Context: an optimization exercise on an open-source flow, tuned for small area and a short achievable clock period. The choices shown serve that exercise and are no tape-out recipe. Only simulation tests tie the RTL to the original design; equivalence was not proved. Power figures rest on the tool's default switching activity, not on a simulated workload.

==> design/flow/design.v <==
package mem_responder_pkg;
   localparam int N_RING   = 4;
   localparam int RING_LEN = 64;
   localparam int POS_W    = 6;
   localparam int WSTEP    = 5;
   localparam int RSTEP    = 3;
   localparam logic [3:0] NOP = 4'd0;
   localparam logic [3:0] ADD = 4'd1;
   localparam logic [3:0] SUB = 4'd2;
   localparam logic [3:0] AND = 4'd3;
   localparam logic [3:0] NOT = 4'd4;
   localparam logic [3:0] RD  = 4'd5;
   localparam logic [3:0] WR  = 4'd6;
   localparam logic [3:0] BR  = 4'd7;
   localparam logic [3:0] BRZ = 4'd8;
   function automatic logic is_store(input logic [3:0] op);
      return (op == WR);
   endfunction
endpackage
module mem_array #(
   parameter int unsigned word_sz  = 16,
   parameter int unsigned n_ring   = 4,
   parameter int unsigned ring_len = 64,
   parameter int unsigned wstep    = 5,
   parameter int unsigned rstep    = 3
) (
   input  logic                i_clk,
   input  logic [n_ring-1:0]   i_wring,
   input  logic [ring_len-1:0] i_wpos,
   input  logic [word_sz-1:0]  i_wdata,
   input  logic [n_ring-1:0]   i_rring,
   input  logic [ring_len-1:0] i_rpos,
   output logic [word_sz-1:0]  o_rdata
);
   localparam int unsigned N = n_ring * ring_len;
   logic [N-1:0][word_sz-1:0] r_cell;
   always_ff @(posedge i_clk) begin
      for (int r = 0; r < n_ring; r++) begin
         for (int p = 0; p < ring_len; p++) begin
            if (p % wstep == 0 && i_wring[r] && i_wpos[p])
               r_cell[r * ring_len + p] <= i_wdata;
            else
               r_cell[r * ring_len + p] <= r_cell[r * ring_len + (p + ring_len - 1) % ring_len];
         end
      end
   end
   always_comb begin
      o_rdata = '0;
      for (int r = 0; r < n_ring; r++)
         for (int p = 0; p < ring_len; p++)
            if (p % rstep == 0 || p == ring_len - 1)
               o_rdata = o_rdata | ({word_sz{i_rring[r] & i_rpos[p]}} & r_cell[r * ring_len + p]);
   end
endmodule
import mem_responder_pkg::*;
module mem_responder #(
   parameter int unsigned word_sz     = 16,
   parameter int unsigned mem_sz      = 256,
   parameter int unsigned wait_cycles = 2
) (
   input  logic               clk,
   input  logic               rst,
   input  logic               bus_req_valid,
   output logic               bus_req_ready,
   input  logic               bus_req_write,
   input  logic [word_sz-1:0] bus_req_addr,
   input  logic [word_sz-1:0] bus_req_wdata,
   output logic               bus_rsp_valid,
   input  logic               bus_rsp_ready,
   output logic [word_sz-1:0] bus_rsp_rdata,
   output logic               bus_rsp_err
);
   localparam int unsigned RING_W = $clog2(mem_responder_pkg::N_RING);
   localparam int unsigned POS_W  = mem_responder_pkg::POS_W;
   localparam int unsigned LEN    = mem_responder_pkg::RING_LEN;
   logic               r_live;      
   logic               r_ready;     
   logic               r_s1;        
   logic               r_s2;        
   logic               r_s3;        
   logic               r_valid;     
   logic               r_write;
   logic [POS_W-1:0]   r_pos;       
   logic [RING_W-1:0]  r_ring;      
   logic               r_err;       
   logic [word_sz-1:0] r_wdata;
   logic               r_wpend;     
   logic [word_sz-1:0] r_rsp_rdata;
   logic [POS_W-1:0]   r_rot;       
   logic               w_accept;
   logic [POS_W-1:0]   w_at;        
   logic               w_wact;      
   logic               w_ract;      
   logic [LEN-1:0]     w_wpos;
   logic [LEN-1:0]     w_rpos;
   logic               w_whit;
   logic               w_rhit;
   logic [mem_responder_pkg::N_RING-1:0] w_wring;
   logic [mem_responder_pkg::N_RING-1:0] w_rring;
   logic [word_sz-1:0] w_arr_rdata;
   assign w_accept = r_ready && bus_req_valid;
   always_ff @(posedge clk or negedge rst) begin
      if (!rst) begin
         r_live  <= 1'b0;
         r_ready <= 1'b0;
         r_s1    <= 1'b0;
         r_s2    <= 1'b0;
         r_s3    <= 1'b0;
         r_valid <= 1'b0;
      end else begin
         r_live  <= 1'b1;
         r_ready <= !r_live || (r_ready && !bus_req_valid) || (r_valid && bus_rsp_ready);
         r_s1    <= w_accept;
         r_s2    <= r_s1;
         r_s3    <= r_s2;
         r_valid <= r_s3 || (r_valid && !bus_rsp_ready);
      end
   end
   always_ff @(posedge clk) begin
      r_rot <= r_rot + 1'b1;
      if (w_accept) begin
         r_write <= bus_req_write;
         r_pos   <= bus_req_addr[POS_W-1:0];
         r_ring  <= bus_req_addr[POS_W +: RING_W];
         r_err   <= (32'(bus_req_addr) >= mem_sz);
         r_wdata <= bus_req_wdata;
      end
      r_wpend <= !w_accept && w_wact && !w_whit;
      if (w_ract && w_rhit)
         r_rsp_rdata <= w_arr_rdata;
      else if (r_s1 && (r_write || r_err))
         r_rsp_rdata <= r_err ? '0 : r_wdata;
   end
   assign w_at   = r_pos + r_rot;
   assign w_wact = (r_s1 && r_write && !r_err) || r_wpend;
   assign w_ract = (r_s1 || r_s2 || r_s3) && !r_write && !r_err;
   always_comb begin
      w_wpos = '0;
      w_rpos = '0;
      for (int p = 0; p < LEN; p++) begin
         if (p % mem_responder_pkg::WSTEP == 0)
            w_wpos[p] = (w_at == POS_W'((p + LEN - 1) % LEN));
         if (p % mem_responder_pkg::RSTEP == 0 || p == LEN - 1)
            w_rpos[p] = (w_at == POS_W'(p));
      end
      for (int r = 0; r < mem_responder_pkg::N_RING; r++) begin
         w_wring[r] = w_wact && (r_ring == RING_W'(r));
         w_rring[r] = w_ract && (r_ring == RING_W'(r));
      end
   end
   assign w_whit = |w_wpos;
   assign w_rhit = |w_rpos;
   mem_array #(
      .word_sz  (word_sz),
      .n_ring   (mem_responder_pkg::N_RING),
      .ring_len (LEN),
      .wstep    (mem_responder_pkg::WSTEP),
      .rstep    (mem_responder_pkg::RSTEP)
   ) u_mem_array (
      .i_clk   (clk),
      .i_wring (w_wring),
      .i_wpos  (w_wpos),
      .i_wdata (r_wdata),
      .i_rring (w_rring),
      .i_rpos  (w_rpos),
      .o_rdata (w_arr_rdata)
   );
   assign bus_req_ready = r_ready;
   assign bus_rsp_valid = r_valid;
   assign bus_rsp_rdata = r_rsp_rdata;
   assign bus_rsp_err   = r_err;
endmodule
==> design/flow/run.sh <==
#!/bin/bash
# synth_recipe.tcl (not shown) runs the flow's synth.tcl, then flattens the netlist and writes it again
# the make line also repeats each setting of config.mk as NAME=value (left out here)
make -C /OpenROAD-flow-scripts/flow DESIGN_CONFIG=/design/flow/config.mk WORK_HOME=/design/flow/orfs CLKGATE_MAP_FILE= SYNTH_SCRIPT=/design/flow/synth_recipe.tcl finish
==> design/flow/config.mk <==
export PLATFORM = sky130hd
export DESIGN_NAME = mem_responder
export DESIGN_NICKNAME = mem_responder
export VERILOG_FILES = /design/flow/design.v
export SDC_FILE = /design/flow/constraint.sdc
export NUM_CORES = 4
export LEC_CHECK = 0
export CAP_MARGIN = 20
export CORE_MARGIN = 2
export CORE_UTILIZATION = 40
export SLEW_MARGIN = 20
==> design/flow/constraint.sdc <==
create_clock -name core_clock -period 4.5 [get_ports {clk}]
set_input_delay 0.9000 -clock core_clock [delete_from_list [all_inputs] [get_ports {clk}]]
set_output_delay 0.9000 -clock core_clock [all_outputs]
set_load 0.01 [all_outputs]
==> reports/summary.txt <==
number of DRC markers in iteration 0 = 9875
Max H-tree Level = 5
critical path capture point type = flop
setup ws final = -159.9 ps
worst stage delay on the critical path = 750 ps
status = complete, but fails checks
Area Overhead vs Synth = 23.65%
register area share after synthesis = 0.7923
Top delay family on crit path = simple AND/OR/NAND/NOR gates
clock insertion delay at the later pin of the skew report = 1010 ps
Final Hold Viols = 0
Ys Warns = 2
Synth async-reset ratio = 0.001445
PwrDens = 556.5 mW/mm^2
synth unique cells = 97
Max Fclk = 214.6 MHz
Core Area = 0.2623 sq mm
critical path's most frequent cell = buf_4
Total Nets Final = 7789
CTS buffer count = 393
cell taking the most area after synthesis = dfxtp_1
routability cong. = 1.044
CP Cell Sequence = ha_2 > fa_2 > buf_4 > xor2_4 > buf_4 > nor3_2 > nand4_2 > nor2_2 > buf_4 > nand2_1 > o21ai_0 > or3_1 > a21oi_1 > nand4_1
WP data arrival = 5480 ps
DIE HEIGHT = 517.4 um
Period minus WS final = 4660 ps
dpl ws = -62.86 ps
clock-pin slew on the worst setup and hold paths = 70 ps
RSZ-0062 raised after global routing = yes
hold_ws = 156.5 ps
layout cells sized above 1 = 0.2858
leakage dissipation = 0.05150 uW
synth top area cells = dfxtp_1, mux2_2, a22oi_1
Fail Reasons = negative setup slack
number of fill cells in the layout = 22270
CP max-delay cell = nor3_2
post-synthesis cell count = 6952
Post-synth EDFFs = 42
top cell type's share of synthesized area = 0.7790
Slew Limit Fails = 0
Final setup viols = 12
max-cap violation count = 0
Synth Area per Inst = 15.17 sq um
first-pass GRT wire length = 625300 um
grt ovf = 0
vias in the first global route = 60880
Final ANT Viol Nets = 0
Yosys reg bits = 4151
worst vdd ir = 0.4593 mV
initial core utilization = 0.4020
Worst setup SP type = flop
Boundary Pins = 56
relative slew slack = 0.1500
critical path buffer and inverter count = 3
Critical Path RT = 5320 ps
CTS root buf = clkbuf_16
Total GRT Usage = 0.3640
TritonCTS Sinks = 4151
die footprint = 0.2677 sq mm
DR vias/cell = 5.647
cell with the most instances after synthesis = dfxtp_1
Die Span X = 517.4 um
initial antenna violation count = 85
largest net degree at the start of global routing = 55
period utilization = 1.036
ys flop type = dfxtp_1
peak fanout along the critical path = 7
syn nets = 6996
DRC = 0
Detailed Route WL = 497800 um
synth cell count leaders = dfxtp_1, mux2_2, a22oi_1
CTS tree = yes
worst min path class = in -> async
Synth Cell Area = 0.1054 sq mm
CTS Buffer Depth = 4
FP Rows = 188
Slew @ Worst Pin = 1270 ps
kind of critical path = reg -> reg
Port-buffer cells = 55
Core Util, Final = 0.4971
DP HPWL = 356900 um
WL/cell = 42.78 um
clock skew = 106.7 ps
Pre-Repair DR Iteration Count = 9
vias = 65700
Hold Buf Count CTS = 0
==> sequential cells by signal, indices dropped and copies added (netlist names), 2 cells and up <==
signal	cells
r_wdata	16
r_ring	2
u_mem_array.r_cell	4096
r_pos	6
r_rsp_rdata	16
r_rot	6
==> metal layers <==
layer,part of all wire,GRT usage
met5,0.00067,0
met3,0.099,0.09986
met4,0.066,0.2133
met2,0.41,0.5172
met1,0.42,0.4942
==> report_power, final <==
group	internal, uW	total [uW]	switching (uW)
Clock	19900	34500	14600
Sequential	36900	36900	56.6
Combinational	245	1130	888
==> stage by stage <==
| step | instances | power, uW | cell area [sq um] | setup TNS, ps |
|---|---|---|---|---|
| after detailed placement | 10860 | 38810 | 116500 | -123.9 |
| after CTS | 11580 | 72700 | 130200 | 0 |
| after global placement | 10860 | 38810 | 116500 | -979.7 |
| after global routing | 11590 | 74190 | 130300 | -30.08 |
| final | 11640 | 72560 | 130400 | -552.3 |
| after floorplan | 6952 | 38010 | 105400 | 0 |
==> timing repair <==
action                     CTS  global route
setup endpoints to repair    6            10
hold endpoints to repair     0             0
resized for setup            3             9
buffers inserted             0             5
cloned                       0             0
pin swaps                    1             3
==> layout make-up <==
| class | instances | area [sq um] | share of cell area |
|---|---|---|---|
| antenna | 50 | 125.1 | 0.0009596 |
| clock buffer | 561 | 11270 | 0.08646 |
| clock inverter | 160 | 2351 | 0.01803 |
| inverter | 3 | 12.51 | 0.00009596 |
| multi-input combinational | 2481 | 21310 | 0.1635 |
| sequential | 4151 | 83550 | 0.6408 |
| tap | 3515 | 4398 | 0.03373 |
| timing repair buffer | 715 | 7362 | 0.05646 |
==> final timing paths <==
path,from,to,slack [ps],depth (start not counted)
setup reg to reg,r_pos[0],r_rsp_rdata[11],-160,14
max in group asynchronous,rst,r_valid,4120,1
setup / recovery,r_pos[0],r_rsp_rdata[11],-160,14
hold reg to reg,u_mem_array.r_cell[1353],u_mem_array.r_cell[1369],260,0
min in group core_clock,u_mem_array.r_cell[1353],u_mem_array.r_cell[1369],260,0
hold / removal,rst,r_s3,160,1
==> cells by family after synthesis <==
family,synth area share
adders and majority gates,0.0009018
muxes,0.09004
DFF,0.7923
buffers and inverters,0.01357
xor gates and xnor gates,0.0008070
other,0.00003556
AOI/OAI and AO/OA,0.06600
and+or+nand+nor,0.03631
==> placed cells by master (no fill, tap or decap), types with 55 or more instances in the layout <==
master | Yosys | final
a221oi_1 | 72 | 71
a22o_1 | 81 | 81
a22oi_1 | 351 | 350
buf_12 | 0 | 145
buf_4 | 13 | 510
clkbuf_1 | 190 | 94
clkbuf_16 | 0 | 399
clkbuf_8 | 0 | 68
clkdlybuf4s50_1 | 0 | 55
clkinv_2 | 0 | 72
dfxtp_1 | 4103 | 4103
mux2_2 | 827 | 827
nand2_1 | 169 | 168
nand3_1 | 88 | 86
nor2_1 | 139 | 87
o21ai_0 | 61 | 59

separate check: timing with driven ports:
The flow's constraints put no driver on any port. The routed layout listed below was extracted and timed again, unchanged, in two steps. Step 1 sets driving cells, clkbuf_16 on the clock port and buf_2 on the other inputs (assumed; they add their load-dependent delay and slew). Step 2 times the ports against the registers' clock, not the clock port: input delays grow and output delays shrink by t, the midpoint of the rising clock arrivals with the driver on. a / b / c = ideal / step 1 / step 2; a / b = the first two.
t, ns: 1.044
setup slack, ns: -0.160 / -0.160 / -0.160
worst setup path after step 2: register to register
worst register clock-pin slew, ns: 0.07 / 0.07
For this run, drivers alone change the setup slack by 0.000 ns; drivers and shift together by 0.000 ns.
